Background: an optimization exercise with open tools, aiming at a short achievable clock period and few clock cycles per item. Do not read the settings as production practice.
Only simulation tests tie the RTL to the original design; equivalence was not proved.

## flow/design.v (module list and top-level ports; edited modules follow where they fit)
// module reg_file: 46 lines
// module ks_level: 16 lines
// module ks_add16: 14 lines
// module gt16: 14 lines
// module int_unit: 64 lines
// module mul_unit: 543 lines
// module fwd_mux: 10 lines
// module dec_cand: 45 lines
// module issue_ctrl: 298 lines
// module cpu_top: 149 lines
module cpu_top (
    input  logic                   clk,
    input  logic                   rst_n,
    input  logic                   inst_vld,
    input  logic                   inst_last,
    input  cpu_isa_pkg::op_t       inst_op,
    input  cpu_isa_pkg::inst_id_t  inst_id,
    input  cpu_isa_pkg::reg_id_t   inst_dst_reg,
    input  cpu_isa_pkg::reg_id_t   inst_src_reg0,
    input  cpu_isa_pkg::reg_id_t   inst_src_reg1,
    input  cpu_isa_pkg::imm_t      inst_imm,
    output logic                   fetch_vld,
    output cpu_isa_pkg::pc_t       fetch_pc,
    output cpu_isa_pkg::inst_id_t  fetch_id,
    output logic                   inst_rdy,
    output logic                   write_mem_vld,
    output cpu_isa_pkg::inst_id_t  write_mem_id,
    output cpu_isa_pkg::data_t     write_mem_addr,
    output cpu_isa_pkg::data_t     write_mem_data,
    output logic                   exec_finish
);
  // ...
==> flow/run.sh <==
#!/bin/bash
# synth_recipe.tcl (not shown) runs the flow's synth.tcl, then flattens the netlist and writes it again
# the make line also repeats each setting of config.mk as NAME=value (left out here)
make -C /OpenROAD-flow-scripts/flow DESIGN_CONFIG=/design/flow/config.mk WORK_HOME=/design/flow/orfs CLKGATE_MAP_FILE= SYNTH_SCRIPT=/design/flow/synth_recipe.tcl finish
==> flow/config.mk <==
export PLATFORM = sky130hd
export DESIGN_NAME = cpu_top
export DESIGN_NICKNAME = cpu_top
export VERILOG_FILES = /design/flow/design.v
export SDC_FILE = /design/flow/constraint.sdc
export NUM_CORES = 4
export LEC_CHECK = 0
export CAP_MARGIN = 20
export CORE_MARGIN = 2
export CORE_UTILIZATION = 40
export SETUP_SLACK_MARGIN = 3.3
export SLEW_MARGIN = 20
export SYNTH_HIERARCHICAL = 1
export SYNTH_MINIMUM_KEEP_SIZE = 0
==> flow/constraint.sdc <==
create_clock -name core_clock -period 6.0 [get_ports {clk}]
set_input_delay 1.2000 -clock core_clock [delete_from_list [all_inputs] [get_ports {clk}]]
set_output_delay 1.2000 -clock core_clock [all_outputs]
set_load 0.01 [all_outputs]
==> impl_metrics.ini, run 1 <==
[run_status]
status = timing/DRC/antenna clean

[die]
pin_count = 95
die_area_sq_um = 144000
row_count = 137
die_w_microns = 379

[cts]
htreeDepth = 3
cts_setup_buffers = 138
hold_buffers = 0
cts.sinks = 978

[setup_path]
cp.arrival_ps = 3500
rr_endpoint = u_issue_ctrl.opa_sh[9]
critPathTopFamily = compound AO/OA/AOI/OAI gates
crit_cells = 7
critical_path.endpoint_type = flip-flop

[finish]
n_all_inverters = 55
largest_register_ff_count = 256
buffer_area_frac = 0.0709
clock_buffers = 160
final_cell_mix = 577 x nand2_1, 397 x a31oi_1, 364 x a22o_1
largest_cell_class = multi-input gates
seq_cell_count = 978

[timing]
fmax_mhz = 347
fin_ws_ps = 3110
setup_viol = 0
fin_crit_sh = 0.481

[routing]
wl_met2_microns = 102000
drt_iter0_drc = 9734
detail-route-antenna-nets = 0
wl_met3_microns = 36700

[hold_path]
hold_class = reg -> reg
whs_endpoint = u_int_unit.write_mem_id[2]

[global_route]
grt_max_degree = 99
grt_busiest_layer = met2
grtUsageMet3 = 0.148
antenna_found_initial = 13

[synth]
syn_inst = 5957
Testbench counts, summed over its fixed seeds: cycles 23,301, insts 22,445.
==> module int_unit, before the edit <==
module int_unit (
    input  logic                   clk,
    input  logic                   rst_n,
    input  logic                   ex_int_vld,
    input  logic                   ex_st,
    input  logic                   ex_wr,
    input  logic [3:0]             ex_fn,    
    input  cpu_isa_pkg::inst_id_t  ex_id,
    input  cpu_isa_pkg::reg_id_t   ex_dst,
    input  cpu_isa_pkg::data_t     ex_a_add,
    input  cpu_isa_pkg::data_t     ex_b_add,
    input  cpu_isa_pkg::data_t     ex_a_sh,
    input  logic [3:0]             ex_b_sh,
    input  cpu_isa_pkg::data_t     ex_a_st,
    input  cpu_isa_pkg::data_t     ex_b_st,
    output logic                   alu_wb_vld,
    output cpu_isa_pkg::reg_id_t   alu_wb_reg,
    output cpu_isa_pkg::data_t     alu_wb_data,
    output logic                   write_mem_vld,
    output cpu_isa_pkg::inst_id_t  write_mem_id,
    output cpu_isa_pkg::data_t     write_mem_addr,
    output cpu_isa_pkg::data_t     write_mem_data
);
    localparam int SHAMT_BIT = $clog2(16);
    logic [SHAMT_BIT-1:0] shamt;
    cpu_isa_pkg::data_t   sum, shl, shr, result;
    logic                 gt;
    assign shamt = ex_b_sh;
    assign shl   = ex_a_sh << shamt;
    assign shr   = ex_a_sh >> shamt;
    ks_add16 u_add (.a(ex_a_add), .b(ex_b_add), .s(sum));
    gt16     u_gt  (.a(ex_a_add), .b(ex_b_add), .gt(gt));
    always_comb begin
        result = ({16{ex_fn[0]}} & sum) |
                 ({16{ex_fn[1]}} & shl) |
                 ({16{ex_fn[2]}} & shr);
        result[0] = result[0] | (ex_fn[3] & gt);
    end
    always_ff @(posedge clk or negedge rst_n) begin
        if (!rst_n) begin
            alu_wb_vld    <= 1'b0;
        end else begin
            alu_wb_vld    <= ex_int_vld && ex_wr;
        end
    end
    always_ff @(posedge clk) begin
        alu_wb_reg  <= ex_dst;
        alu_wb_data <= result;
    end
    always_ff @(posedge clk or negedge rst_n) begin
        if (!rst_n) begin
            write_mem_vld <= 1'b0;
        end else begin
            write_mem_vld <= ex_st;
        end
    end
    always_ff @(posedge clk) begin
        if (ex_st) begin
            write_mem_id   <= ex_id;
            write_mem_addr <= ex_a_st;
            write_mem_data <= ex_b_st;
        end
    end
endmodule
==> module mul_unit, before the edit <==
module mul_unit (
    input  logic                  clk,
    input  logic                  rst_n,
    input  logic                  iss_mul_vld,
    input  cpu_isa_pkg::reg_id_t  iss_dst,
    input  cpu_isa_pkg::data_t    iss_a,
    input  cpu_isa_pkg::data_t    iss_b,
    output logic                  m2_vld,
    output cpu_isa_pkg::reg_id_t  m2_dst,
    output logic                  mul_wb_vld,
    output cpu_isa_pkg::reg_id_t  mul_wb_reg,
    output cpu_isa_pkg::data_t    mul_wb_data
);
    cpu_isa_pkg::data_t a;
    cpu_isa_pkg::data_t b;
    logic [7:0] one, two, neg;
    assign a = iss_a;
    assign b = iss_b;
    logic p0;
    logic p1;
    logic p2;
    logic p3;
    logic p4;
    logic p5;
    logic p6;
    logic p7;
    logic p8;
    logic p9;
    logic p10;
    logic p11;
    logic p12;
    logic p13;
    logic p14;
    logic p15;
    logic p16;
    logic p17;
    logic p18;
    logic p19;
    logic p20;
    logic p21;
    logic p22;
    logic p23;
    logic p24;
    logic p25;
    logic p26;
    logic p27;
    logic p28;
    logic p29;
    logic p30;
    logic p31;
    logic p32;
    logic p33;
    logic p34;
    logic p35;
    logic p36;
    logic p37;
    logic p38;
    logic p39;
    logic p40;
    logic p41;
    logic p42;
    logic p43;
    logic p44;
    logic p45;
    logic p46;
    logic p47;
    logic p48;
    logic p49;
    logic p50;
    logic p51;
    logic p52;
    logic p53;
    logic p54;
    logic p55;
    logic p56;
    logic p57;
    logic p58;
    logic p59;
    logic p60;
    logic p61;
    logic p62;
    logic p63;
    logic p64;
    logic p65;
    logic p66;
    logic p67;
    logic p68;
    logic p69;
    logic p70;
    logic p71;
    logic t72;
    logic t73;
    logic t74;
    logic t75;
    logic t76;
    logic t77;
    logic t78;
    logic t79;
    logic t80;
    logic t81;
    logic t82;
    logic t83;
    logic t84;
    logic t85;
    logic t86;
    logic t87;
    logic t88;
    logic t89;
    logic t90;
    logic t91;
    logic t92;
    logic t93;
    logic t94;
    logic t95;
    logic t96;
    logic t97;
    logic t98;
    logic t99;
    logic t100;
    logic t101;
    logic t102;
    logic t103;
    logic t104;
    logic t105;
    logic t106;
    logic t107;
    logic t108;
    logic t109;
    logic t110;
    logic t111;
    logic t112;
    logic t113;
    logic t114;
    logic t115;
    logic t116;
    logic t117;
    logic t118;
    logic t119;
    logic t120;
    logic t121;
    logic t122;
    logic t123;
    logic t124;
    logic t125;
    logic t126;
    logic t127;
    logic t128;
    logic t129;
    logic t130;
    logic t131;
    logic r_c0_0;
    logic r_c0_1;
    logic r_c1_0;
    logic r_c2_0;
    logic r_c2_1;
    logic r_c2_2;
    logic r_c3_0;
    logic r_c3_1;
    logic r_c4_0;
    logic r_c4_1;
    logic r_c4_2;
    logic r_c4_3;
    logic r_c5_0;
    logic r_c5_1;
    logic r_c5_2;
    logic r_c6_0;
    logic r_c6_1;
    logic r_c6_2;
    logic r_c6_3;
    logic r_c7_0;
    logic r_c7_1;
    logic r_c7_2;
    logic r_c7_3;
    logic r_c8_0;
    logic r_c8_1;
    logic r_c8_2;
    logic r_c8_3;
    logic r_c9_0;
    logic r_c9_1;
    logic r_c9_2;
    logic r_c9_3;
    logic r_c10_0;
    logic r_c10_1;
    logic r_c10_2;
    logic r_c10_3;
    logic r_c11_0;
    logic r_c11_1;
    logic r_c11_2;
    logic r_c11_3;
    logic r_c12_0;
    logic r_c12_1;
    logic r_c12_2;
    logic r_c12_3;
    logic r_c13_0;
    logic r_c13_1;
    logic r_c13_2;
    logic r_c13_3;
    logic r_c14_0;
    logic r_c14_1;
    logic r_c14_2;
    logic r_c14_3;
    logic r_c15_0;
    logic r_c15_1;
    logic r_c15_2;
    logic r_c15_3;
    logic t132;
    logic t133;
    logic t134;
    logic t135;
    logic t136;
    logic t137;
    logic t138;
    logic t139;
    logic t140;
    logic t141;
    logic t142;
    logic t143;
    logic t144;
    logic t145;
    logic t146;
    logic t147;
    logic t148;
    logic t149;
    logic t150;
    logic t151;
    logic t152;
    logic t153;
    logic t154;
    logic t155;
    logic t156;
    logic t157;
    logic t158;
    logic t159;
    logic t160;
    logic t161;
    logic t162;
    logic t163;
    logic t164;
    logic t165;
    logic t166;
    logic t167;
    logic t168;
    logic t169;
    logic t170;
    logic t171;
    logic t172;
    logic t173;
    logic t174;
    logic t175;
    logic t176;
    logic t177;
    logic t178;
    logic t179;
    logic t180;
    logic t181;
    logic t182;
    logic t183;
    cpu_isa_pkg::data_t row0;
    cpu_isa_pkg::data_t row1;
    cpu_isa_pkg::data_t sum;
    assign one[0] = b[0] ^ 1'b0;
    assign two[0] = (b[1] & ~b[0] & ~1'b0) | (~b[1] & b[0] & 1'b0);
    assign neg[0] = b[1];
    assign p0 = ((one[0] & a[0]) | (two[0] & 1'b0)) ^ neg[0];
    assign p1 = ((one[0] & a[1]) | (two[0] & a[0])) ^ neg[0];
    assign p2 = ((one[0] & a[2]) | (two[0] & a[1])) ^ neg[0];
    assign p3 = ((one[0] & a[3]) | (two[0] & a[2])) ^ neg[0];
    assign p4 = ((one[0] & a[4]) | (two[0] & a[3])) ^ neg[0];
    assign p5 = ((one[0] & a[5]) | (two[0] & a[4])) ^ neg[0];
    assign p6 = ((one[0] & a[6]) | (two[0] & a[5])) ^ neg[0];
    assign p7 = ((one[0] & a[7]) | (two[0] & a[6])) ^ neg[0];
    assign p8 = ((one[0] & a[8]) | (two[0] & a[7])) ^ neg[0];
    assign p9 = ((one[0] & a[9]) | (two[0] & a[8])) ^ neg[0];
    assign p10 = ((one[0] & a[10]) | (two[0] & a[9])) ^ neg[0];
    assign p11 = ((one[0] & a[11]) | (two[0] & a[10])) ^ neg[0];
    assign p12 = ((one[0] & a[12]) | (two[0] & a[11])) ^ neg[0];
    assign p13 = ((one[0] & a[13]) | (two[0] & a[12])) ^ neg[0];
    assign p14 = ((one[0] & a[14]) | (two[0] & a[13])) ^ neg[0];
    assign p15 = ((one[0] & a[15]) | (two[0] & a[14])) ^ neg[0];
    assign one[1] = b[2] ^ b[1];
    assign two[1] = (b[3] & ~b[2] & ~b[1]) | (~b[3] & b[2] & b[1]);
    assign neg[1] = b[3];
    assign p16 = ((one[1] & a[0]) | (two[1] & 1'b0)) ^ neg[1];
    assign p17 = ((one[1] & a[1]) | (two[1] & a[0])) ^ neg[1];
    assign p18 = ((one[1] & a[2]) | (two[1] & a[1])) ^ neg[1];
    assign p19 = ((one[1] & a[3]) | (two[1] & a[2])) ^ neg[1];
    assign p20 = ((one[1] & a[4]) | (two[1] & a[3])) ^ neg[1];
    assign p21 = ((one[1] & a[5]) | (two[1] & a[4])) ^ neg[1];
    assign p22 = ((one[1] & a[6]) | (two[1] & a[5])) ^ neg[1];
    assign p23 = ((one[1] & a[7]) | (two[1] & a[6])) ^ neg[1];
    assign p24 = ((one[1] & a[8]) | (two[1] & a[7])) ^ neg[1];
    assign p25 = ((one[1] & a[9]) | (two[1] & a[8])) ^ neg[1];
    assign p26 = ((one[1] & a[10]) | (two[1] & a[9])) ^ neg[1];
    assign p27 = ((one[1] & a[11]) | (two[1] & a[10])) ^ neg[1];
    assign p28 = ((one[1] & a[12]) | (two[1] & a[11])) ^ neg[1];
    assign p29 = ((one[1] & a[13]) | (two[1] & a[12])) ^ neg[1];
    assign one[2] = b[4] ^ b[3];
    assign two[2] = (b[5] & ~b[4] & ~b[3]) | (~b[5] & b[4] & b[3]);
    assign neg[2] = b[5];
    assign p30 = ((one[2] & a[0]) | (two[2] & 1'b0)) ^ neg[2];
    assign p31 = ((one[2] & a[1]) | (two[2] & a[0])) ^ neg[2];
    assign p32 = ((one[2] & a[2]) | (two[2] & a[1])) ^ neg[2];
    assign p33 = ((one[2] & a[3]) | (two[2] & a[2])) ^ neg[2];
    assign p34 = ((one[2] & a[4]) | (two[2] & a[3])) ^ neg[2];
    assign p35 = ((one[2] & a[5]) | (two[2] & a[4])) ^ neg[2];
    assign p36 = ((one[2] & a[6]) | (two[2] & a[5])) ^ neg[2];
    assign p37 = ((one[2] & a[7]) | (two[2] & a[6])) ^ neg[2];
    assign p38 = ((one[2] & a[8]) | (two[2] & a[7])) ^ neg[2];
    assign p39 = ((one[2] & a[9]) | (two[2] & a[8])) ^ neg[2];
    assign p40 = ((one[2] & a[10]) | (two[2] & a[9])) ^ neg[2];
    assign p41 = ((one[2] & a[11]) | (two[2] & a[10])) ^ neg[2];
    assign one[3] = b[6] ^ b[5];
    assign two[3] = (b[7] & ~b[6] & ~b[5]) | (~b[7] & b[6] & b[5]);
    assign neg[3] = b[7];
    assign p42 = ((one[3] & a[0]) | (two[3] & 1'b0)) ^ neg[3];
    assign p43 = ((one[3] & a[1]) | (two[3] & a[0])) ^ neg[3];
    assign p44 = ((one[3] & a[2]) | (two[3] & a[1])) ^ neg[3];
    assign p45 = ((one[3] & a[3]) | (two[3] & a[2])) ^ neg[3];
    assign p46 = ((one[3] & a[4]) | (two[3] & a[3])) ^ neg[3];
    assign p47 = ((one[3] & a[5]) | (two[3] & a[4])) ^ neg[3];
    assign p48 = ((one[3] & a[6]) | (two[3] & a[5])) ^ neg[3];
    assign p49 = ((one[3] & a[7]) | (two[3] & a[6])) ^ neg[3];
    assign p50 = ((one[3] & a[8]) | (two[3] & a[7])) ^ neg[3];
    assign p51 = ((one[3] & a[9]) | (two[3] & a[8])) ^ neg[3];
    assign one[4] = b[8] ^ b[7];
    assign two[4] = (b[9] & ~b[8] & ~b[7]) | (~b[9] & b[8] & b[7]);
    assign neg[4] = b[9];
    assign p52 = ((one[4] & a[0]) | (two[4] & 1'b0)) ^ neg[4];
    assign p53 = ((one[4] & a[1]) | (two[4] & a[0])) ^ neg[4];
    assign p54 = ((one[4] & a[2]) | (two[4] & a[1])) ^ neg[4];
    assign p55 = ((one[4] & a[3]) | (two[4] & a[2])) ^ neg[4];
    assign p56 = ((one[4] & a[4]) | (two[4] & a[3])) ^ neg[4];
    assign p57 = ((one[4] & a[5]) | (two[4] & a[4])) ^ neg[4];
    assign p58 = ((one[4] & a[6]) | (two[4] & a[5])) ^ neg[4];
    assign p59 = ((one[4] & a[7]) | (two[4] & a[6])) ^ neg[4];
    assign one[5] = b[10] ^ b[9];
    assign two[5] = (b[11] & ~b[10] & ~b[9]) | (~b[11] & b[10] & b[9]);
    assign neg[5] = b[11];
    assign p60 = ((one[5] & a[0]) | (two[5] & 1'b0)) ^ neg[5];
    assign p61 = ((one[5] & a[1]) | (two[5] & a[0])) ^ neg[5];
    assign p62 = ((one[5] & a[2]) | (two[5] & a[1])) ^ neg[5];
    assign p63 = ((one[5] & a[3]) | (two[5] & a[2])) ^ neg[5];
    assign p64 = ((one[5] & a[4]) | (two[5] & a[3])) ^ neg[5];
    assign p65 = ((one[5] & a[5]) | (two[5] & a[4])) ^ neg[5];
    assign one[6] = b[12] ^ b[11];
    assign two[6] = (b[13] & ~b[12] & ~b[11]) | (~b[13] & b[12] & b[11]);
    assign neg[6] = b[13];
    assign p66 = ((one[6] & a[0]) | (two[6] & 1'b0)) ^ neg[6];
    assign p67 = ((one[6] & a[1]) | (two[6] & a[0])) ^ neg[6];
    assign p68 = ((one[6] & a[2]) | (two[6] & a[1])) ^ neg[6];
    assign p69 = ((one[6] & a[3]) | (two[6] & a[2])) ^ neg[6];
    assign one[7] = b[14] ^ b[13];
    assign two[7] = (b[15] & ~b[14] & ~b[13]) | (~b[15] & b[14] & b[13]);
    assign neg[7] = b[15];
    assign p70 = ((one[7] & a[0]) | (two[7] & 1'b0)) ^ neg[7];
    assign p71 = ((one[7] & a[1]) | (two[7] & a[0])) ^ neg[7];
    assign t72 = p10 ^ p24;
    assign t73 = p10 & p24;
    assign t74 = p11 ^ p25;
    assign t75 = p11 & p25;
    assign t76 = p12 ^ p26 ^ p38;
    assign t77 = (p12 & p26) | (p12 & p38) | (p26 & p38);
    assign t78 = p48 ^ p56;
    assign t79 = p48 & p56;
    assign t80 = p13 ^ p27 ^ p39;
    assign t81 = (p13 & p27) | (p13 & p39) | (p27 & p39);
    assign t82 = p49 ^ p57;
    assign t83 = p49 & p57;
    assign t84 = p14 ^ p28 ^ p40;
    assign t85 = (p14 & p28) | (p14 & p40) | (p28 & p40);
    assign t86 = p50 ^ p58 ^ p64;
    assign t87 = (p50 & p58) | (p50 & p64) | (p58 & p64);
    assign t88 = p68 ^ p70;
    assign t89 = p68 & p70;
    assign t90 = p15 ^ p29 ^ p41;
    assign t91 = (p15 & p29) | (p15 & p41) | (p29 & p41);
    assign t92 = p51 ^ p59 ^ p65;
    assign t93 = (p51 & p59) | (p51 & p65) | (p59 & p65);
    assign t94 = p69 ^ p71;
    assign t95 = p69 & p71;
    assign t96 = p6 ^ p20;
    assign t97 = p6 & p20;
    assign t98 = p7 ^ p21;
    assign t99 = p7 & p21;
    assign t100 = p8 ^ p22 ^ p34;
    assign t101 = (p8 & p22) | (p8 & p34) | (p22 & p34);
    assign t102 = p44 ^ p52;
    assign t103 = p44 & p52;
    assign t104 = p9 ^ p23 ^ p35;
    assign t105 = (p9 & p23) | (p9 & p35) | (p23 & p35);
    assign t106 = p45 ^ p53;
    assign t107 = p45 & p53;
    assign t108 = t72 ^ p36 ^ p46;
    assign t109 = (t72 & p36) | (t72 & p46) | (p36 & p46);
    assign t110 = p54 ^ p60 ^ neg[5];
    assign t111 = (p54 & p60) | (p54 & neg[5]) | (p60 & neg[5]);
    assign t112 = t73 ^ t74 ^ p37;
    assign t113 = (t73 & t74) | (t73 & p37) | (t74 & p37);
    assign t114 = p47 ^ p55 ^ p61;
    assign t115 = (p47 & p55) | (p47 & p61) | (p55 & p61);
    assign t116 = t75 ^ t76 ^ t78;
    assign t117 = (t75 & t76) | (t75 & t78) | (t76 & t78);
    assign t118 = p62 ^ p66 ^ neg[6];
    assign t119 = (p62 & p66) | (p62 & neg[6]) | (p66 & neg[6]);
    assign t120 = t77 ^ t79 ^ t80;
    assign t121 = (t77 & t79) | (t77 & t80) | (t79 & t80);
    assign t122 = t82 ^ p63 ^ p67;
    assign t123 = (t82 & p63) | (t82 & p67) | (p63 & p67);
    assign t124 = t81 ^ t83 ^ t84;
    assign t125 = (t81 & t83) | (t81 & t84) | (t83 & t84);
    assign t126 = t86 ^ t88 ^ neg[7];
    assign t127 = (t86 & t88) | (t86 & neg[7]) | (t88 & neg[7]);
    assign t128 = t85 ^ t87 ^ t89;
    assign t129 = (t85 & t87) | (t85 & t89) | (t87 & t89);
    assign t130 = t90 ^ t92 ^ t94;
    assign t131 = (t90 & t92) | (t90 & t94) | (t92 & t94);
    always_ff @(posedge clk) begin
        r_c0_0 <= p0;
        r_c0_1 <= neg[0];
        r_c1_0 <= p1;
        r_c2_0 <= p2;
        r_c2_1 <= p16;
        r_c2_2 <= neg[1];
        r_c3_0 <= p3;
        r_c3_1 <= p17;
        r_c4_0 <= p4;
        r_c4_1 <= p18;
        r_c4_2 <= p30;
        r_c4_3 <= neg[2];
        r_c5_0 <= p5;
        r_c5_1 <= p19;
        r_c5_2 <= p31;
        r_c6_0 <= t96;
        r_c6_1 <= p32;
        r_c6_2 <= p42;
        r_c6_3 <= neg[3];
        r_c7_0 <= t97;
        r_c7_1 <= t98;
        r_c7_2 <= p33;
        r_c7_3 <= p43;
        r_c8_0 <= t99;
        r_c8_1 <= t100;
        r_c8_2 <= t102;
        r_c8_3 <= neg[4];
        r_c9_0 <= t101;
        r_c9_1 <= t103;
        r_c9_2 <= t104;
        r_c9_3 <= t106;
        r_c10_0 <= t105;
        r_c10_1 <= t107;
        r_c10_2 <= t108;
        r_c10_3 <= t110;
        r_c11_0 <= t109;
        r_c11_1 <= t111;
        r_c11_2 <= t112;
        r_c11_3 <= t114;
        r_c12_0 <= t113;
        r_c12_1 <= t115;
        r_c12_2 <= t116;
        r_c12_3 <= t118;
        r_c13_0 <= t117;
        r_c13_1 <= t119;
        r_c13_2 <= t120;
        r_c13_3 <= t122;
        r_c14_0 <= t121;
        r_c14_1 <= t123;
        r_c14_2 <= t124;
        r_c14_3 <= t126;
        r_c15_0 <= t125;
        r_c15_1 <= t127;
        r_c15_2 <= t128;
        r_c15_3 <= t130;
    end
    assign t132 = r_c4_0 ^ r_c4_1;
    assign t133 = r_c4_0 & r_c4_1;
    assign t134 = r_c5_0 ^ r_c5_1;
    assign t135 = r_c5_0 & r_c5_1;
    assign t136 = r_c6_0 ^ r_c6_1 ^ r_c6_2;
    assign t137 = (r_c6_0 & r_c6_1) | (r_c6_0 & r_c6_2) | (r_c6_1 & r_c6_2);
    assign t138 = r_c7_0 ^ r_c7_1 ^ r_c7_2;
    assign t139 = (r_c7_0 & r_c7_1) | (r_c7_0 & r_c7_2) | (r_c7_1 & r_c7_2);
    assign t140 = r_c8_0 ^ r_c8_1 ^ r_c8_2;
    assign t141 = (r_c8_0 & r_c8_1) | (r_c8_0 & r_c8_2) | (r_c8_1 & r_c8_2);
    assign t142 = r_c9_0 ^ r_c9_1 ^ r_c9_2;
    assign t143 = (r_c9_0 & r_c9_1) | (r_c9_0 & r_c9_2) | (r_c9_1 & r_c9_2);
    assign t144 = r_c10_0 ^ r_c10_1 ^ r_c10_2;
    assign t145 = (r_c10_0 & r_c10_1) | (r_c10_0 & r_c10_2) | (r_c10_1 & r_c10_2);
    assign t146 = r_c11_0 ^ r_c11_1 ^ r_c11_2;
    assign t147 = (r_c11_0 & r_c11_1) | (r_c11_0 & r_c11_2) | (r_c11_1 & r_c11_2);
    assign t148 = r_c12_0 ^ r_c12_1 ^ r_c12_2;
    assign t149 = (r_c12_0 & r_c12_1) | (r_c12_0 & r_c12_2) | (r_c12_1 & r_c12_2);
    assign t150 = r_c13_0 ^ r_c13_1 ^ r_c13_2;
    assign t151 = (r_c13_0 & r_c13_1) | (r_c13_0 & r_c13_2) | (r_c13_1 & r_c13_2);
    assign t152 = r_c14_0 ^ r_c14_1 ^ r_c14_2;
    assign t153 = (r_c14_0 & r_c14_1) | (r_c14_0 & r_c14_2) | (r_c14_1 & r_c14_2);
    assign t154 = r_c15_0 ^ r_c15_1 ^ r_c15_2;
    assign t155 = (r_c15_0 & r_c15_1) | (r_c15_0 & r_c15_2) | (r_c15_1 & r_c15_2);
    assign t156 = r_c2_0 ^ r_c2_1;
    assign t157 = r_c2_0 & r_c2_1;
    assign t158 = r_c3_0 ^ r_c3_1;
    assign t159 = r_c3_0 & r_c3_1;
    assign t160 = t132 ^ r_c4_2 ^ r_c4_3;
    assign t161 = (t132 & r_c4_2) | (t132 & r_c4_3) | (r_c4_2 & r_c4_3);
    assign t162 = t133 ^ t134 ^ r_c5_2;
    assign t163 = (t133 & t134) | (t133 & r_c5_2) | (t134 & r_c5_2);
    assign t164 = t135 ^ t136 ^ r_c6_3;
    assign t165 = (t135 & t136) | (t135 & r_c6_3) | (t136 & r_c6_3);
    assign t166 = t137 ^ t138 ^ r_c7_3;
    assign t167 = (t137 & t138) | (t137 & r_c7_3) | (t138 & r_c7_3);
    assign t168 = t139 ^ t140 ^ r_c8_3;
    assign t169 = (t139 & t140) | (t139 & r_c8_3) | (t140 & r_c8_3);
    assign t170 = t141 ^ t142 ^ r_c9_3;
    assign t171 = (t141 & t142) | (t141 & r_c9_3) | (t142 & r_c9_3);
    assign t172 = t143 ^ t144 ^ r_c10_3;
    assign t173 = (t143 & t144) | (t143 & r_c10_3) | (t144 & r_c10_3);
    assign t174 = t145 ^ t146 ^ r_c11_3;
    assign t175 = (t145 & t146) | (t145 & r_c11_3) | (t146 & r_c11_3);
    assign t176 = t147 ^ t148 ^ r_c12_3;
    assign t177 = (t147 & t148) | (t147 & r_c12_3) | (t148 & r_c12_3);
    assign t178 = t149 ^ t150 ^ r_c13_3;
    assign t179 = (t149 & t150) | (t149 & r_c13_3) | (t150 & r_c13_3);
    assign t180 = t151 ^ t152 ^ r_c14_3;
    assign t181 = (t151 & t152) | (t151 & r_c14_3) | (t152 & r_c14_3);
    assign t182 = t153 ^ t154 ^ r_c15_3;
    assign t183 = (t153 & t154) | (t153 & r_c15_3) | (t154 & r_c15_3);
    assign row0 = {t181, t179, t177, t175, t173, t171, t169, t167, t165, t163, t161, t159, t157, t156, r_c1_0, r_c0_0};
    assign row1 = {t182, t180, t178, t176, t174, t172, t170, t168, t166, t164, t162, t160, t158, r_c2_2, 1'b0, r_c0_1};
    ks_add16 u_add (.a(row0), .b(row1), .s(sum));
    always_ff @(posedge clk or negedge rst_n) begin
        if (!rst_n) begin
            m2_vld     <= 1'b0;
            mul_wb_vld <= 1'b0;
        end else begin
            m2_vld     <= iss_mul_vld;
            mul_wb_vld <= m2_vld;
        end
    end
    always_ff @(posedge clk) begin
        m2_dst      <= iss_dst;
        mul_wb_reg  <= m2_dst;
        mul_wb_data <= sum;
    end
endmodule
==> inputs of run 2 (changes only) <==
--- a/flow/design.v
+++ b/flow/design.v
@@ -109,16 +109,24 @@
     assign g0 = a & ~b;
     assign p0 = a | ~b;
     ks_level #(1) u_l1 (.gi(g0), .pi(p0), .go(g1), .po(p1));
     ks_level #(2) u_l2 (.gi(g1), .pi(p1), .go(g2), .po(p2));
     ks_level #(4) u_l3 (.gi(g2), .pi(p2), .go(g3), .po(p3));
     ks_level #(8) u_l4 (.gi(g3), .pi(p3), .go(g4), .po(p4));
     assign gt = g4[15];
 endmodule
+module alu_out (
+    input  logic [15:0] sum,
+    input  logic        sel,
+    input  logic [15:0] other,
+    output logic [15:0] y
+);
+    assign y = ({16{sel}} & sum) | other;
+endmodule
 module int_unit (
     input  logic                   clk,
     input  logic                   rst_n,
     input  logic                   ex_int_vld,
     input  logic                   ex_st,
     input  logic                   ex_wr,
     input  logic [3:0]             ex_fn,    
     input  cpu_isa_pkg::inst_id_t  ex_id,
@@ -141,22 +149,23 @@
     logic [SHAMT_BIT-1:0] shamt;
     cpu_isa_pkg::data_t   sum, shl, shr, result;
     logic                 gt;
     assign shamt = ex_b_sh;
     assign shl   = ex_a_sh << shamt;
     assign shr   = ex_a_sh >> shamt;
     ks_add16 u_add (.a(ex_a_add), .b(ex_b_add), .s(sum));
     gt16     u_gt  (.a(ex_a_add), .b(ex_b_add), .gt(gt));
+    cpu_isa_pkg::data_t other;
     always_comb begin
-        result = ({16{ex_fn[0]}} & sum) |
-                 ({16{ex_fn[1]}} & shl) |
-                 ({16{ex_fn[2]}} & shr);
-        result[0] = result[0] | (ex_fn[3] & gt);
+        other = ({16{ex_fn[1]}} & shl) |
+                ({16{ex_fn[2]}} & shr);
+        other[0] = other[0] | (ex_fn[3] & gt);
     end
+    alu_out u_out (.sum(sum), .sel(ex_fn[0]), .other(other), .y(result));
     always_ff @(posedge clk or negedge rst_n) begin
         if (!rst_n) begin
             alu_wb_vld    <= 1'b0;
         end else begin
             alu_wb_vld    <= ex_int_vld && ex_wr;
         end
     end
     always_ff @(posedge clk) begin
@@ -174,16 +183,28 @@
         if (ex_st) begin
             write_mem_id   <= ex_id;
             write_mem_addr <= ex_a_st;
             write_mem_data <= ex_b_st;
         end
     end
 endmodule
 `timescale 1ns/1ps
+module csa_sum3 (input logic a, input logic b, input logic c, output logic s);
+    assign s = a ^ b ^ c;
+endmodule
+module csa_maj3 (input logic a, input logic b, input logic c, output logic m);
+    assign m = (a & b) | (a & c) | (b & c);
+endmodule
+module csa_sum2 (input logic a, input logic b, output logic s);
+    assign s = a ^ b;
+endmodule
+module csa_and2 (input logic a, input logic b, output logic m);
+    assign m = a & b;
+endmodule
 module mul_unit (
     input  logic                  clk,
     input  logic                  rst_n,
     input  logic                  iss_mul_vld,
     input  cpu_isa_pkg::reg_id_t  iss_dst,
     input  cpu_isa_pkg::data_t    iss_a,
     input  cpu_isa_pkg::data_t    iss_b,
     output logic                  m2_vld,
@@ -530,76 +551,76 @@
     assign p67 = ((one[6] & a[1]) | (two[6] & a[0])) ^ neg[6];
     assign p68 = ((one[6] & a[2]) | (two[6] & a[1])) ^ neg[6];
     assign p69 = ((one[6] & a[3]) | (two[6] & a[2])) ^ neg[6];
     assign one[7] = b[14] ^ b[13];
     assign two[7] = (b[15] & ~b[14] & ~b[13]) | (~b[15] & b[14] & b[13]);
     assign neg[7] = b[15];
     assign p70 = ((one[7] & a[0]) | (two[7] & 1'b0)) ^ neg[7];
     assign p71 = ((one[7] & a[1]) | (two[7] & a[0])) ^ neg[7];
-    assign t72 = p10 ^ p24;
-    assign t73 = p10 & p24;
-    assign t74 = p11 ^ p25;
-    assign t75 = p11 & p25;
-    assign t76 = p12 ^ p26 ^ p38;
-    assign t77 = (p12 & p26) | (p12 & p38) | (p26 & p38);
-    assign t78 = p48 ^ p56;
-    assign t79 = p48 & p56;
-    assign t80 = p13 ^ p27 ^ p39;
-    assign t81 = (p13 & p27) | (p13 & p39) | (p27 & p39);
-    assign t82 = p49 ^ p57;
-    assign t83 = p49 & p57;
-    assign t84 = p14 ^ p28 ^ p40;
-    assign t85 = (p14 & p28) | (p14 & p40) | (p28 & p40);
-    assign t86 = p50 ^ p58 ^ p64;
-    assign t87 = (p50 & p58) | (p50 & p64) | (p58 & p64);
-    assign t88 = p68 ^ p70;
-    assign t89 = p68 & p70;
-    assign t90 = p15 ^ p29 ^ p41;
-    assign t91 = (p15 & p29) | (p15 & p41) | (p29 & p41);
-    assign t92 = p51 ^ p59 ^ p65;
-    assign t93 = (p51 & p59) | (p51 & p65) | (p59 & p65);
-    assign t94 = p69 ^ p71;
-    assign t95 = p69 & p71;
-    assign t96 = p6 ^ p20;
-    assign t97 = p6 & p20;
-    assign t98 = p7 ^ p21;
-    assign t99 = p7 & p21;
-    assign t100 = p8 ^ p22 ^ p34;
-    assign t101 = (p8 & p22) | (p8 & p34) | (p22 & p34);
-    assign t102 = p44 ^ p52;
-    assign t103 = p44 & p52;
-    assign t104 = p9 ^ p23 ^ p35;
-    assign t105 = (p9 & p23) | (p9 & p35) | (p23 & p35);
-    assign t106 = p45 ^ p53;
-    assign t107 = p45 & p53;
-    assign t108 = t72 ^ p36 ^ p46;
-    assign t109 = (t72 & p36) | (t72 & p46) | (p36 & p46);
-    assign t110 = p54 ^ p60 ^ neg[5];
-    assign t111 = (p54 & p60) | (p54 & neg[5]) | (p60 & neg[5]);
-    assign t112 = t73 ^ t74 ^ p37;
-    assign t113 = (t73 & t74) | (t73 & p37) | (t74 & p37);
-    assign t114 = p47 ^ p55 ^ p61;
-    assign t115 = (p47 & p55) | (p47 & p61) | (p55 & p61);
-    assign t116 = t75 ^ t76 ^ t78;
-    assign t117 = (t75 & t76) | (t75 & t78) | (t76 & t78);
-    assign t118 = p62 ^ p66 ^ neg[6];
-    assign t119 = (p62 & p66) | (p62 & neg[6]) | (p66 & neg[6]);
-    assign t120 = t77 ^ t79 ^ t80;
-    assign t121 = (t77 & t79) | (t77 & t80) | (t79 & t80);
-    assign t122 = t82 ^ p63 ^ p67;
-    assign t123 = (t82 & p63) | (t82 & p67) | (p63 & p67);
-    assign t124 = t81 ^ t83 ^ t84;
-    assign t125 = (t81 & t83) | (t81 & t84) | (t83 & t84);
-    assign t126 = t86 ^ t88 ^ neg[7];
-    assign t127 = (t86 & t88) | (t86 & neg[7]) | (t88 & neg[7]);
-    assign t128 = t85 ^ t87 ^ t89;
-    assign t129 = (t85 & t87) | (t85 & t89) | (t87 & t89);
-    assign t130 = t90 ^ t92 ^ t94;
-    assign t131 = (t90 & t92) | (t90 & t94) | (t92 & t94);
+    csa_sum2 u_t72 (.a(p10), .b(p24), .s(t72));
+    csa_and2 u_t73 (.a(p10), .b(p24), .m(t73));
+    csa_sum2 u_t74 (.a(p11), .b(p25), .s(t74));
+    csa_and2 u_t75 (.a(p11), .b(p25), .m(t75));
+    csa_sum3 u_t76 (.a(p12), .b(p26), .c(p38), .s(t76));
+    csa_maj3 u_t77 (.a(p12), .b(p26), .c(p38), .m(t77));
+    csa_sum2 u_t78 (.a(p48), .b(p56), .s(t78));
+    csa_and2 u_t79 (.a(p48), .b(p56), .m(t79));
+    csa_sum3 u_t80 (.a(p13), .b(p27), .c(p39), .s(t80));
+    csa_maj3 u_t81 (.a(p13), .b(p27), .c(p39), .m(t81));
+    csa_sum2 u_t82 (.a(p49), .b(p57), .s(t82));
+    csa_and2 u_t83 (.a(p49), .b(p57), .m(t83));
+    csa_sum3 u_t84 (.a(p14), .b(p28), .c(p40), .s(t84));
+    csa_maj3 u_t85 (.a(p14), .b(p28), .c(p40), .m(t85));
+    csa_sum3 u_t86 (.a(p50), .b(p58), .c(p64), .s(t86));
+    csa_maj3 u_t87 (.a(p50), .b(p58), .c(p64), .m(t87));
+    csa_sum2 u_t88 (.a(p68), .b(p70), .s(t88));
+    csa_and2 u_t89 (.a(p68), .b(p70), .m(t89));
+    csa_sum3 u_t90 (.a(p15), .b(p29), .c(p41), .s(t90));
+    csa_maj3 u_t91 (.a(p15), .b(p29), .c(p41), .m(t91));
+    csa_sum3 u_t92 (.a(p51), .b(p59), .c(p65), .s(t92));
+    csa_maj3 u_t93 (.a(p51), .b(p59), .c(p65), .m(t93));
+    csa_sum2 u_t94 (.a(p69), .b(p71), .s(t94));
+    csa_and2 u_t95 (.a(p69), .b(p71), .m(t95));
+    csa_sum2 u_t96 (.a(p6), .b(p20), .s(t96));
+    csa_and2 u_t97 (.a(p6), .b(p20), .m(t97));
+    csa_sum2 u_t98 (.a(p7), .b(p21), .s(t98));
+    csa_and2 u_t99 (.a(p7), .b(p21), .m(t99));
+    csa_sum3 u_t100 (.a(p8), .b(p22), .c(p34), .s(t100));
+    csa_maj3 u_t101 (.a(p8), .b(p22), .c(p34), .m(t101));
+    csa_sum2 u_t102 (.a(p44), .b(p52), .s(t102));
+    csa_and2 u_t103 (.a(p44), .b(p52), .m(t103));
+    csa_sum3 u_t104 (.a(p9), .b(p23), .c(p35), .s(t104));
+    csa_maj3 u_t105 (.a(p9), .b(p23), .c(p35), .m(t105));
+    csa_sum2 u_t106 (.a(p45), .b(p53), .s(t106));
+    csa_and2 u_t107 (.a(p45), .b(p53), .m(t107));
+    csa_sum3 u_t108 (.a(t72), .b(p36), .c(p46), .s(t108));
+    csa_maj3 u_t109 (.a(t72), .b(p36), .c(p46), .m(t109));
+    csa_sum3 u_t110 (.a(p54), .b(p60), .c(neg[5]), .s(t110));
+    csa_maj3 u_t111 (.a(p54), .b(p60), .c(neg[5]), .m(t111));
+    csa_sum3 u_t112 (.a(t73), .b(t74), .c(p37), .s(t112));
+    csa_maj3 u_t113 (.a(t73), .b(t74), .c(p37), .m(t113));
+    csa_sum3 u_t114 (.a(p47), .b(p55), .c(p61), .s(t114));
+    csa_maj3 u_t115 (.a(p47), .b(p55), .c(p61), .m(t115));
+    csa_sum3 u_t116 (.a(t75), .b(t76), .c(t78), .s(t116));
+    csa_maj3 u_t117 (.a(t75), .b(t76), .c(t78), .m(t117));
+    csa_sum3 u_t118 (.a(p62), .b(p66), .c(neg[6]), .s(t118));
+    csa_maj3 u_t119 (.a(p62), .b(p66), .c(neg[6]), .m(t119));
+    csa_sum3 u_t120 (.a(t77), .b(t79), .c(t80), .s(t120));
+    csa_maj3 u_t121 (.a(t77), .b(t79), .c(t80), .m(t121));
+    csa_sum3 u_t122 (.a(t82), .b(p63), .c(p67), .s(t122));
+    csa_maj3 u_t123 (.a(t82), .b(p63), .c(p67), .m(t123));
+    csa_sum3 u_t124 (.a(t81), .b(t83), .c(t84), .s(t124));
+    csa_maj3 u_t125 (.a(t81), .b(t83), .c(t84), .m(t125));
+    csa_sum3 u_t126 (.a(t86), .b(t88), .c(neg[7]), .s(t126));
+    csa_maj3 u_t127 (.a(t86), .b(t88), .c(neg[7]), .m(t127));
+    csa_sum3 u_t128 (.a(t85), .b(t87), .c(t89), .s(t128));
+    csa_maj3 u_t129 (.a(t85), .b(t87), .c(t89), .m(t129));
+    csa_sum3 u_t130 (.a(t90), .b(t92), .c(t94), .s(t130));
+    csa_maj3 u_t131 (.a(t90), .b(t92), .c(t94), .m(t131));
     always_ff @(posedge clk) begin
         r_c0_0 <= p0;
         r_c0_1 <= neg[0];
         r_c1_0 <= p1;
         r_c2_0 <= p2;
         r_c2_1 <= p16;
         r_c2_2 <= neg[1];
         r_c3_0 <= p3;
@@ -647,68 +668,68 @@
         r_c14_1 <= t123;
         r_c14_2 <= t124;
         r_c14_3 <= t126;
         r_c15_0 <= t125;
         r_c15_1 <= t127;
         r_c15_2 <= t128;
         r_c15_3 <= t130;
     end
-    assign t132 = r_c4_0 ^ r_c4_1;
-    assign t133 = r_c4_0 & r_c4_1;
-    assign t134 = r_c5_0 ^ r_c5_1;
-    assign t135 = r_c5_0 & r_c5_1;
-    assign t136 = r_c6_0 ^ r_c6_1 ^ r_c6_2;
-    assign t137 = (r_c6_0 & r_c6_1) | (r_c6_0 & r_c6_2) | (r_c6_1 & r_c6_2);
-    assign t138 = r_c7_0 ^ r_c7_1 ^ r_c7_2;
-    assign t139 = (r_c7_0 & r_c7_1) | (r_c7_0 & r_c7_2) | (r_c7_1 & r_c7_2);
-    assign t140 = r_c8_0 ^ r_c8_1 ^ r_c8_2;
-    assign t141 = (r_c8_0 & r_c8_1) | (r_c8_0 & r_c8_2) | (r_c8_1 & r_c8_2);
-    assign t142 = r_c9_0 ^ r_c9_1 ^ r_c9_2;
-    assign t143 = (r_c9_0 & r_c9_1) | (r_c9_0 & r_c9_2) | (r_c9_1 & r_c9_2);
-    assign t144 = r_c10_0 ^ r_c10_1 ^ r_c10_2;
-    assign t145 = (r_c10_0 & r_c10_1) | (r_c10_0 & r_c10_2) | (r_c10_1 & r_c10_2);
-    assign t146 = r_c11_0 ^ r_c11_1 ^ r_c11_2;
-    assign t147 = (r_c11_0 & r_c11_1) | (r_c11_0 & r_c11_2) | (r_c11_1 & r_c11_2);
-    assign t148 = r_c12_0 ^ r_c12_1 ^ r_c12_2;
-    assign t149 = (r_c12_0 & r_c12_1) | (r_c12_0 & r_c12_2) | (r_c12_1 & r_c12_2);
-    assign t150 = r_c13_0 ^ r_c13_1 ^ r_c13_2;
-    assign t151 = (r_c13_0 & r_c13_1) | (r_c13_0 & r_c13_2) | (r_c13_1 & r_c13_2);
-    assign t152 = r_c14_0 ^ r_c14_1 ^ r_c14_2;
-    assign t153 = (r_c14_0 & r_c14_1) | (r_c14_0 & r_c14_2) | (r_c14_1 & r_c14_2);
-    assign t154 = r_c15_0 ^ r_c15_1 ^ r_c15_2;
-    assign t155 = (r_c15_0 & r_c15_1) | (r_c15_0 & r_c15_2) | (r_c15_1 & r_c15_2);
-    assign t156 = r_c2_0 ^ r_c2_1;
-    assign t157 = r_c2_0 & r_c2_1;
-    assign t158 = r_c3_0 ^ r_c3_1;
-    assign t159 = r_c3_0 & r_c3_1;
-    assign t160 = t132 ^ r_c4_2 ^ r_c4_3;
-    assign t161 = (t132 & r_c4_2) | (t132 & r_c4_3) | (r_c4_2 & r_c4_3);
-    assign t162 = t133 ^ t134 ^ r_c5_2;
-    assign t163 = (t133 & t134) | (t133 & r_c5_2) | (t134 & r_c5_2);
-    assign t164 = t135 ^ t136 ^ r_c6_3;
-    assign t165 = (t135 & t136) | (t135 & r_c6_3) | (t136 & r_c6_3);
-    assign t166 = t137 ^ t138 ^ r_c7_3;
-    assign t167 = (t137 & t138) | (t137 & r_c7_3) | (t138 & r_c7_3);
-    assign t168 = t139 ^ t140 ^ r_c8_3;
-    assign t169 = (t139 & t140) | (t139 & r_c8_3) | (t140 & r_c8_3);
-    assign t170 = t141 ^ t142 ^ r_c9_3;
-    assign t171 = (t141 & t142) | (t141 & r_c9_3) | (t142 & r_c9_3);
-    assign t172 = t143 ^ t144 ^ r_c10_3;
-    assign t173 = (t143 & t144) | (t143 & r_c10_3) | (t144 & r_c10_3);
-    assign t174 = t145 ^ t146 ^ r_c11_3;
-    assign t175 = (t145 & t146) | (t145 & r_c11_3) | (t146 & r_c11_3);
-    assign t176 = t147 ^ t148 ^ r_c12_3;
-    assign t177 = (t147 & t148) | (t147 & r_c12_3) | (t148 & r_c12_3);
-    assign t178 = t149 ^ t150 ^ r_c13_3;
-    assign t179 = (t149 & t150) | (t149 & r_c13_3) | (t150 & r_c13_3);
-    assign t180 = t151 ^ t152 ^ r_c14_3;
-    assign t181 = (t151 & t152) | (t151 & r_c14_3) | (t152 & r_c14_3);
-    assign t182 = t153 ^ t154 ^ r_c15_3;
-    assign t183 = (t153 & t154) | (t153 & r_c15_3) | (t154 & r_c15_3);
+    csa_sum2 u_t132 (.a(r_c4_0), .b(r_c4_1), .s(t132));
+    csa_and2 u_t133 (.a(r_c4_0), .b(r_c4_1), .m(t133));
+    csa_sum2 u_t134 (.a(r_c5_0), .b(r_c5_1), .s(t134));
+    csa_and2 u_t135 (.a(r_c5_0), .b(r_c5_1), .m(t135));
+    csa_sum3 u_t136 (.a(r_c6_0), .b(r_c6_1), .c(r_c6_2), .s(t136));
+    csa_maj3 u_t137 (.a(r_c6_0), .b(r_c6_1), .c(r_c6_2), .m(t137));
+    csa_sum3 u_t138 (.a(r_c7_0), .b(r_c7_1), .c(r_c7_2), .s(t138));
+    csa_maj3 u_t139 (.a(r_c7_0), .b(r_c7_1), .c(r_c7_2), .m(t139));
+    csa_sum3 u_t140 (.a(r_c8_0), .b(r_c8_1), .c(r_c8_2), .s(t140));
+    csa_maj3 u_t141 (.a(r_c8_0), .b(r_c8_1), .c(r_c8_2), .m(t141));
+    csa_sum3 u_t142 (.a(r_c9_0), .b(r_c9_1), .c(r_c9_2), .s(t142));
+    csa_maj3 u_t143 (.a(r_c9_0), .b(r_c9_1), .c(r_c9_2), .m(t143));
+    csa_sum3 u_t144 (.a(r_c10_0), .b(r_c10_1), .c(r_c10_2), .s(t144));
+    csa_maj3 u_t145 (.a(r_c10_0), .b(r_c10_1), .c(r_c10_2), .m(t145));
+    csa_sum3 u_t146 (.a(r_c11_0), .b(r_c11_1), .c(r_c11_2), .s(t146));
+    csa_maj3 u_t147 (.a(r_c11_0), .b(r_c11_1), .c(r_c11_2), .m(t147));
+    csa_sum3 u_t148 (.a(r_c12_0), .b(r_c12_1), .c(r_c12_2), .s(t148));
+    csa_maj3 u_t149 (.a(r_c12_0), .b(r_c12_1), .c(r_c12_2), .m(t149));
+    csa_sum3 u_t150 (.a(r_c13_0), .b(r_c13_1), .c(r_c13_2), .s(t150));
+    csa_maj3 u_t151 (.a(r_c13_0), .b(r_c13_1), .c(r_c13_2), .m(t151));
+    csa_sum3 u_t152 (.a(r_c14_0), .b(r_c14_1), .c(r_c14_2), .s(t152));
+    csa_maj3 u_t153 (.a(r_c14_0), .b(r_c14_1), .c(r_c14_2), .m(t153));
+    csa_sum3 u_t154 (.a(r_c15_0), .b(r_c15_1), .c(r_c15_2), .s(t154));
+    csa_maj3 u_t155 (.a(r_c15_0), .b(r_c15_1), .c(r_c15_2), .m(t155));
+    csa_sum2 u_t156 (.a(r_c2_0), .b(r_c2_1), .s(t156));
+    csa_and2 u_t157 (.a(r_c2_0), .b(r_c2_1), .m(t157));
+    csa_sum2 u_t158 (.a(r_c3_0), .b(r_c3_1), .s(t158));
+    csa_and2 u_t159 (.a(r_c3_0), .b(r_c3_1), .m(t159));
+    csa_sum3 u_t160 (.a(t132), .b(r_c4_2), .c(r_c4_3), .s(t160));
+    csa_maj3 u_t161 (.a(t132), .b(r_c4_2), .c(r_c4_3), .m(t161));
+    csa_sum3 u_t162 (.a(t133), .b(t134), .c(r_c5_2), .s(t162));
+    csa_maj3 u_t163 (.a(t133), .b(t134), .c(r_c5_2), .m(t163));
+    csa_sum3 u_t164 (.a(t135), .b(t136), .c(r_c6_3), .s(t164));
+    csa_maj3 u_t165 (.a(t135), .b(t136), .c(r_c6_3), .m(t165));
+    csa_sum3 u_t166 (.a(t137), .b(t138), .c(r_c7_3), .s(t166));
+    csa_maj3 u_t167 (.a(t137), .b(t138), .c(r_c7_3), .m(t167));
+    csa_sum3 u_t168 (.a(t139), .b(t140), .c(r_c8_3), .s(t168));
+    csa_maj3 u_t169 (.a(t139), .b(t140), .c(r_c8_3), .m(t169));
+    csa_sum3 u_t170 (.a(t141), .b(t142), .c(r_c9_3), .s(t170));
+    csa_maj3 u_t171 (.a(t141), .b(t142), .c(r_c9_3), .m(t171));
+    csa_sum3 u_t172 (.a(t143), .b(t144), .c(r_c10_3), .s(t172));
+    csa_maj3 u_t173 (.a(t143), .b(t144), .c(r_c10_3), .m(t173));
+    csa_sum3 u_t174 (.a(t145), .b(t146), .c(r_c11_3), .s(t174));
+    csa_maj3 u_t175 (.a(t145), .b(t146), .c(r_c11_3), .m(t175));
+    csa_sum3 u_t176 (.a(t147), .b(t148), .c(r_c12_3), .s(t176));
+    csa_maj3 u_t177 (.a(t147), .b(t148), .c(r_c12_3), .m(t177));
+    csa_sum3 u_t178 (.a(t149), .b(t150), .c(r_c13_3), .s(t178));
+    csa_maj3 u_t179 (.a(t149), .b(t150), .c(r_c13_3), .m(t179));
+    csa_sum3 u_t180 (.a(t151), .b(t152), .c(r_c14_3), .s(t180));
+    csa_maj3 u_t181 (.a(t151), .b(t152), .c(r_c14_3), .m(t181));
+    csa_sum3 u_t182 (.a(t153), .b(t154), .c(r_c15_3), .s(t182));
+    csa_maj3 u_t183 (.a(t153), .b(t154), .c(r_c15_3), .m(t183));
     assign row0 = {t181, t179, t177, t175, t173, t171, t169, t167, t165, t163, t161, t159, t157, t156, r_c1_0, r_c0_0};
     assign row1 = {t182, t180, t178, t176, t174, t172, t170, t168, t166, t164, t162, t160, t158, r_c2_2, 1'b0, r_c0_1};
     ks_add16 u_add (.a(row0), .b(row1), .s(sum));
     always_ff @(posedge clk or negedge rst_n) begin
         if (!rst_n) begin
             m2_vld     <= 1'b0;
             mul_wb_vld <= 1'b0;
         end else begin
@@ -864,17 +885,18 @@
         in_ent.s1   = inst_src_reg1;
         in_ent.imm  = inst_imm;
         in_ent.oh0  = 16'b1 << inst_src_reg0;
         in_ent.oh1  = 16'b1 << inst_src_reg1;
     end
     assign inst_rdy    = 1'b1;
     assign arrive      = inst_vld;
     assign arrive_last = inst_vld && inst_last;
-    assign fetch_vld   = fetch_en && !arrive_last;
+    logic fetched_q;
+    assign fetch_vld   = fetch_en && !(fetched_q && inst_last);
     assign fetch_pc    = pc_q;
     assign fetch_id    = pc_q;
     cpu_isa_pkg::data_t c0_byp0, c0_byp1, c1_byp0, c1_byp1;
     logic c0_fa_alu, c0_fb_alu, c0_fa_mul, c0_fb_mul, c0_stall;
     logic c1_fa_alu, c1_fb_alu, c1_fa_mul, c1_fb_mul, c1_stall;
     assign rd_sel0 = d0.oh0;
     assign rd_sel1 = d0.oh1;
     assign rd_sel2 = d1.oh0;
@@ -1056,24 +1078,26 @@
     end
     always_ff @(posedge clk or negedge rst_n) begin
         if (!rst_n) begin
             v0          <= 1'b0;
             v1          <= 1'b0;
             v2          <= 1'b0;
             v3          <= 1'b0;
             fetch_en    <= 1'b1;
+            fetched_q   <= 1'b0;
             last_seen   <= 1'b0;
             pc_q        <= '0;
             fin_q       <= 1'b0;
         end else begin
             v0        <= v0_n;
             v1        <= v1_n;
             v2        <= v2_n;
             v3        <= v3_n;
+            fetched_q <= fetch_vld;
             last_seen <= last_seen || arrive_last;
             fetch_en  <= !last_seen && !arrive_last && (!v2_n || (!v3_n && !fetch_vld));
             if (fetch_vld) pc_q <= pc_q + 1'b1;
             if (ex_last) fin_q <= 1'b1;
         end
     end
 endmodule
 `timescale 1ns/1ps
==> run 2 against run 1 <==
  * Via count is essentially flat
  * Core utilization shrank 0.88 points
  * Critical path depth is the same
  * Area after synthesis grew 1.2%
  * Clock skew shrank 43 ps
  * Critical path type unchanged
  * Critical endpoint is now u_issue_ctrl.opb_add[13]
==> impl_metrics.ini, run 2 <==
[run_status]
status = timing/DRC/antenna clean

[cts]
root_buffer = clkbuf_16
clock_path_buffers = 3
clk_pin_slew_ps = 60
cts.sinks = 979
clkLatencyLatePin_ps = 740
cts_buffers = 107
hold_buffers = 0
cts_tree = yes
htreeDepth = 3

[die]
die_w_microns = 381
pin_count = 95
row_count = 138
die_h_microns = 381
initial_utilization = 0.402
coreArea_sq_um = 141000
die_area_sq_um = 145000

[flow_run]
maxCapViolCount = 0

[setup_path]
cp_slowest_cell = dfxtp_2
cp.arrival_ps = 3430
slowest_delay_ps = 1030
crit_buf_inv = 0
crit_type = reg -> reg
critPathTopFamily = flip-flops
rr_startpoint = u_issue_ctrl.d1[10]
ff2ff_setup_slack_ps = 3200
r2r_cells = 7
crit_path_start_kind = flip-flop
rr_endpoint = u_issue_ctrl.opb_add[13]
cp_max_fo = 16
cp_cell_sequence = a22o_1 -> a221oi_1 -> nand4_1 -> o21ai_0 -> a311oi_2 -> mux2i_2 -> nor2_1
critical_path.endpoint_type = flip-flop
worst_ep_required_time_ps = 6640

[hold_path]
hold_start = u_issue_ctrl.ex_id[7]
hold_path_depth = 0
hold_class = reg -> reg
whs_endpoint = u_int_unit.write_mem_id[7]

[synth]
syn_inst = 5932
yosysWarnings = 12
netlist_area_sq_um = 56900
syn-mean-instance-area_sq_um = 9.59

[finish]
fin_area_sq_um = 64400
largest_register = u_reg_file.regs
largest_register_ff_count = 256
final_cell_mix = 562 x nand2_1, 399 x a31oi_1, 368 x a22o_1
final_nets = 5788
layout-drive-gt1-share = 0.166
area_growth_pct = 13.2
utilization = 0.455
layout_commonest_cell = nand2_1

[routing]
avgViaCountPerCell = 6.97
drc_errors = 0
first_pass_iters = 14
drt-total-wl_microns = 255000
detail-route-antenna-nets = 0
vias = 54000
drt_iter0_drc = 9132
wl_per_cell_microns = 32.9

[timing]
worstMarginPinSlew_ps = 1170
min_period_ps = 2800
fmax_mhz = 358
rsz0062_at_grt = true
clock_skew_ps = 47.6
setup_tns_ps = 0
hold_violations = 0
relSlewSlack = 0.222
setup_viol = 0
fin_crit_sh = 0.466
drv_slew = 0

[global_route]
grt_usage = 0.331
grt_pass1_vias = 49900
antenna_found_initial = 20
grt_pass1_wl_microns = 358000
grt_max_degree = 90
grt.overflow.total = 0

[placed_design]
dpl.hpwl_microns = 146000
place_area_sq_um = 57900
globalplace.congestion = 0.992
portBuffers = 93
## run 2: worst max path at each step
stage | startpoint | end | slack [ps] | cells past startpoint
2_1_floorplan | u_issue_ctrl.v0 | u_issue_ctrl.q2[0] | 3020 | 8
6_report | u_issue_ctrl.d1[10] | u_issue_ctrl.opb_add[13] | 3200 | 7
5_1_grt | u_issue_ctrl.fetch_en | fetch_vld | 3200 | 2
3_3_place_gp | inst_last | fetch_vld | 2180 | 3
3_5_place_dp | inst_last | fetch_vld | 2140 | 3
4_1_cts | inst_last | fetch_vld | 3120 | 3
## run 2: routing by layer
| layer | wire [microns] | track usage |
|---|---|---|
| met3 | 35600 | 0.150 |
| met5 | 811 | 0.0222 |
| met1 | 95500 | 0.411 |
| met2 | 105000 | 0.477 |
| met4 | 17900 | 0.174 |
## run 2: layout make-up
| type | instances | area [sq um] |
|---|---|---|
| fill | 13200 | 77000 |
| multi-input combinational | 4221 | 29900 |
| sequential | 979 | 24300 |
| timing repair buffer | 417 | 4220 |
| clock buffer | 157 | 3150 |
| tap | 1890 | 2360 |
| clock inverter | 43 | 402 |
| inverter | 22 | 86.3 |
| antenna | 11 | 27.5 |
## run 2: per-stage QoR
stage,setup slack [ps],hold slack [ps],cells
after floorplan,3020,386,5934
after global placement,2180,387,7345
after detailed placement,2140,389,7345
after CTS,3120,402,7634
after global routing,3200,417,7730
final,3200,403,7740
## run 2: repair_timing
action	CTS	global route
resized for setup	278	136
endpoints found under the setup margin	560	248
buffers inserted	74	82
gates cloned	15	13
pin swaps	43	64
Testbench counts of run 2, summed over its fixed seeds: cycles 23,301, insts 22,445.

-- port drivers added, routing unchanged --
In the flow no input, the clock included, has a driving cell. The finished layouts below were timed again as built, in two steps. Step 1 (the two cells are an assumption about what drives the block):
set clk [get_ports {clk}]
set_driving_cell -lib_cell sky130_fd_sc_hd__clkbuf_16 $clk
set_driving_cell -lib_cell sky130_fd_sc_hd__buf_2 [delete_from_list [all_inputs] $clk]
Step 2 also shifts input and output timing later by t, the mid clock arrival at the registers, as if the neighbouring blocks saw the same clock. a / b / c = ideal / step 1 / step 2; a / b = the first two.
run	t, ns	setup WS [ns]	worst setup path at the end	latest minus earliest clock arrival (ns)	slew at the worst register clock pin (ns)
run 1	0.820	3.115 / 3.113 / 2.608	input to register	0.092 / 0.093	0.07 / 0.07
run 2	0.795	3.204 / 3.165 / 2.546	input to register	0.048 / 0.048	0.07 / 0.07
After both steps setup and hold are still met in every run listed. The setup slack of run 2, which loses most, moves by -0.039 ns with the drivers and by -0.658 ns with both steps.
